This is an optimization exercise on Yosys and OpenROAD, whose aim is small area, a short achievable clock period and few clock cycles per item, not a production implementation. Function was checked by simulation only, so behaviour that the tests miss may differ from the original.

==> flow/design.v (excerpt) <==
module alu_core (
    input  logic        clk,
    input  logic        rst,
    output logic [31:0] pc,
    output logic        inst_read,
    input  logic [31:0] inst_rdata,
    input  logic        inst_resp,
    output logic        wb_valid,
    output logic [4:0]  wb_rd,
    output logic [31:0] wb_data
);
For scale: ~4300 cells after synthesis, about 1300 flip-flops, roughly 0.056 mm² of cells after synthesis.
==> flow/config.mk <==
export PLATFORM = sky130hd
export DESIGN_NAME = alu_core
export DESIGN_NICKNAME = alu_core
export VERILOG_FILES = /design/flow/design.v
export SDC_FILE = /design/flow/constraint.sdc
export NUM_CORES = 4
export LEC_CHECK = 0
export CAP_MARGIN = 20
export CORE_MARGIN = 2
export CORE_UTILIZATION = 35
export CTS_CLUSTER_DIAMETER = 60
export CTS_CLUSTER_SIZE = 30
export PLACE_DENSITY = 0.55
export SETUP_SLACK_MARGIN = 3.0
export SLEW_MARGIN = 20
==> flow/constraint.sdc <==
create_clock -name core_clock -period 6.0 [get_ports {clk}]
set_input_delay 1.2000 -clock core_clock [delete_from_list [all_inputs] [get_ports {clk}]]
set_output_delay 1.2000 -clock core_clock [all_outputs]
set_load 0.01 [all_outputs]
standard.sh (not shown) runs the stock make flow with config.mk's settings and CLKGATE_MAP_FILE= SYNTH_SCRIPT=/design/flow/synth_recipe.tcl, a recipe that flattens the netlist after the stock synthesis.
==> flow/flow/run.sh <==
#!/bin/bash
# The standard layout (standard.sh), with slow many-input cells (mux4, 4-input
# and-or/or-and stacks, or4/nor4/and4) added to the platform's don't-use list
# so that synthesis maps to faster cells. Tool output goes to standard.log here.
set -euo pipefail
bash standard.sh DONT_USE_CELLS="sky130_fd_sc_hd__probe_p_8 sky130_fd_sc_hd__probec_p_8 sky130_fd_sc_hd__lpflow_bleeder_1 sky130_fd_sc_hd__lpflow_clkbufkapwr_1 sky130_fd_sc_hd__lpflow_clkbufkapwr_16 sky130_fd_sc_hd__lpflow_clkbufkapwr_2 sky130_fd_sc_hd__lpflow_clkbufkapwr_4 sky130_fd_sc_hd__lpflow_clkbufkapwr_8 sky130_fd_sc_hd__lpflow_clkinvkapwr_1 sky130_fd_sc_hd__lpflow_clkinvkapwr_16 sky130_fd_sc_hd__lpflow_clkinvkapwr_2 sky130_fd_sc_hd__lpflow_clkinvkapwr_4 sky130_fd_sc_hd__lpflow_clkinvkapwr_8 sky130_fd_sc_hd__lpflow_decapkapwr_12 sky130_fd_sc_hd__lpflow_decapkapwr_3 sky130_fd_sc_hd__lpflow_decapkapwr_4 sky130_fd_sc_hd__lpflow_decapkapwr_6 sky130_fd_sc_hd__lpflow_decapkapwr_8 sky130_fd_sc_hd__lpflow_inputiso0n_1 sky130_fd_sc_hd__lpflow_inputiso0p_1 sky130_fd_sc_hd__lpflow_inputiso1n_1 sky130_fd_sc_hd__lpflow_inputiso1p_1 sky130_fd_sc_hd__lpflow_inputisolatch_1 sky130_fd_sc_hd__lpflow_isobufsrc_1 sky130_fd_sc_hd__lpflow_isobufsrc_16 sky130_fd_sc_hd__lpflow_isobufsrc_2 sky130_fd_sc_hd__lpflow_isobufsrc_4 sky130_fd_sc_hd__lpflow_isobufsrc_8 sky130_fd_sc_hd__lpflow_isobufsrckapwr_16 sky130_fd_sc_hd__lpflow_lsbuf_lh_hl_isowell_tap_1 sky130_fd_sc_hd__lpflow_lsbuf_lh_hl_isowell_tap_2 sky130_fd_sc_hd__lpflow_lsbuf_lh_hl_isowell_tap_4 sky130_fd_sc_hd__lpflow_lsbuf_lh_isowell_4 sky130_fd_sc_hd__lpflow_lsbuf_lh_isowell_tap_1 sky130_fd_sc_hd__lpflow_lsbuf_lh_isowell_tap_2 sky130_fd_sc_hd__lpflow_lsbuf_lh_isowell_tap_4 sky130_fd_sc_hd__a2111o_1 sky130_fd_sc_hd__a2111o_2 sky130_fd_sc_hd__a2111o_4 sky130_fd_sc_hd__a2111oi_0 sky130_fd_sc_hd__a2111oi_1 sky130_fd_sc_hd__a2111oi_2 sky130_fd_sc_hd__a2111oi_4 sky130_fd_sc_hd__a311o_1 sky130_fd_sc_hd__a311o_2 sky130_fd_sc_hd__a311o_4 sky130_fd_sc_hd__a41o_1 sky130_fd_sc_hd__a41o_2 sky130_fd_sc_hd__a41o_4 sky130_fd_sc_hd__and4_1 sky130_fd_sc_hd__and4_2 sky130_fd_sc_hd__and4_4 sky130_fd_sc_hd__and4b_1 sky130_fd_sc_hd__and4b_2 sky130_fd_sc_hd__and4b_4 sky130_fd_sc_hd__and4bb_1 sky130_fd_sc_hd__and4bb_2 sky130_fd_sc_hd__and4bb_4 sky130_fd_sc_hd__mux4_1 sky130_fd_sc_hd__mux4_2 sky130_fd_sc_hd__mux4_4 sky130_fd_sc_hd__nor4_1 sky130_fd_sc_hd__nor4_2 sky130_fd_sc_hd__nor4_4 sky130_fd_sc_hd__nor4b_1 sky130_fd_sc_hd__nor4b_2 sky130_fd_sc_hd__nor4b_4 sky130_fd_sc_hd__nor4bb_1 sky130_fd_sc_hd__nor4bb_2 sky130_fd_sc_hd__nor4bb_4 sky130_fd_sc_hd__o2111a_1 sky130_fd_sc_hd__o2111a_2 sky130_fd_sc_hd__o2111a_4 sky130_fd_sc_hd__o2111ai_1 sky130_fd_sc_hd__o2111ai_2 sky130_fd_sc_hd__o2111ai_4 sky130_fd_sc_hd__o311a_1 sky130_fd_sc_hd__o311a_2 sky130_fd_sc_hd__o311a_4 sky130_fd_sc_hd__o41a_1 sky130_fd_sc_hd__o41a_2 sky130_fd_sc_hd__o41a_4 sky130_fd_sc_hd__or4_1 sky130_fd_sc_hd__or4_2 sky130_fd_sc_hd__or4_4 sky130_fd_sc_hd__or4b_1 sky130_fd_sc_hd__or4b_2 sky130_fd_sc_hd__or4b_4 sky130_fd_sc_hd__or4bb_1 sky130_fd_sc_hd__or4bb_2 sky130_fd_sc_hd__or4bb_4" finish > standard.log 2>&1
The baseline finished with timing, DRC and antenna clean.
Testbench counts at the start, summed over its fixed seeds: cycles 4,832, items 4,136.
Rerun with:
--- a/flow/flow/run.sh
+++ b/flow/flow/run.sh
@@ -2,3 +2,5 @@
-# The standard layout (standard.sh), with slow many-input cells (mux4, 4-input
-# and-or/or-and stacks, or4/nor4/and4) added to the platform's don't-use list
-# so that synthesis maps to faster cells. Tool output goes to standard.log here.
+# The standard layout (standard.sh) with three changes: slow many-input cells
+# (mux4, 4-input and-or/or-and stacks, or4/nor4/and4) join the platform's
+# don't-use list so that synthesis maps to faster cells; each port's buffer
+# is a buf_4 instead of the default cell; and clock tree synthesis inserts
+# no dummy loads. Tool output goes to standard.log here.
@@ -5,0 +8,2 @@
+export BUFFER_PORTS_ARGS="-buffer_cell sky130_fd_sc_hd__buf_4"
+export CTS_ARGS="-sink_clustering_enable -repair_clock_nets -sink_clustering_size 30 -sink_clustering_max_diameter 60 -dont_use_dummy_load"
CORE_UTILIZATION = 30   (was 35)
PLACE_DENSITY = 0.5   (was 0.55)
=>
- The changed run produced a clean layout
- worst setup slack loses 0.0072 ns
- global-route usage drops by 3.9 points
- sequential cell count is unchanged
- via count is lower by about 1%
- die area is higher by about 16%
- non-clock buffer count came out lower by 24
- area after synthesis is unchanged
- core utilization decreases by 6.8 points
- sequential share of layout area climbs by 1.2 points
- design area falls by about 2.4%
Rerun with:
--- a/flow/flow/run.sh
+++ b/flow/flow/run.sh
@@ -2,5 +2,3 @@
-# The standard layout (standard.sh) with three changes: slow many-input cells
-# (mux4, 4-input and-or/or-and stacks, or4/nor4/and4) join the platform's
-# don't-use list so that synthesis maps to faster cells; each port's buffer
-# is a buf_4 instead of the default cell; and clock tree synthesis inserts
-# no dummy loads. Tool output goes to standard.log here.
+# The standard layout (standard.sh), with slow many-input cells (mux4, 4-input
+# and-or/or-and stacks, or4/nor4/and4) added to the platform's don't-use list
+# so that synthesis maps to faster cells. Tool output goes to standard.log here.
@@ -8,2 +5,0 @@
-export BUFFER_PORTS_ARGS="-buffer_cell sky130_fd_sc_hd__buf_4"
-export CTS_ARGS="-sink_clustering_enable -repair_clock_nets -sink_clustering_size 30 -sink_clustering_max_diameter 60 -dont_use_dummy_load"
After rerunning: Worst setup slack gains 0.091 ns. Hold slack loses 0.025 ns. Register-to-register slack gains 0.09 ns. Routed wire length rises by about 0.7%. Die area stays the same.

==> port drivers added, routing unchanged <==
In the flow no input, the clock included, has a driving cell. The finished layouts below were timed again as built, in two steps.
Step 1 sets driving cells, clkbuf_16 on the clock port and buf_2 on the other inputs (assumed; they add their load-dependent delay and slew).
Step 2 times the ports against the registers' clock, not the clock port: input delays grow and output delays shrink by t, the midpoint of the rising clock arrivals with the driver on.
Slacks: ideal / step 1 / step 2; pairs: ideal / step 1.
| run | t, ns | setup slack, ns | worst setup path at the end | worst register clock-pin slew, ns | worst slew at a driven data input, ns |
|---|---|---|---|---|---|
| the first run | 0.816 | 2.845 / 2.845 / 2.385 | input to register | 0.10 / 0.10 | 0.05 |
| the second run | 0.810 | 2.837 / 2.837 / 2.471 | input to register | 0.10 / 0.10 | 0.12 |
| the third run | 0.829 | 2.928 / 2.891 / 2.300 | input to register | 0.10 / 0.10 | 0.05 |
After both steps setup and hold are still met in every run listed. For the third run, which loses most, drivers alone change the setup slack by -0.037 ns; drivers and shift together by -0.628 ns.
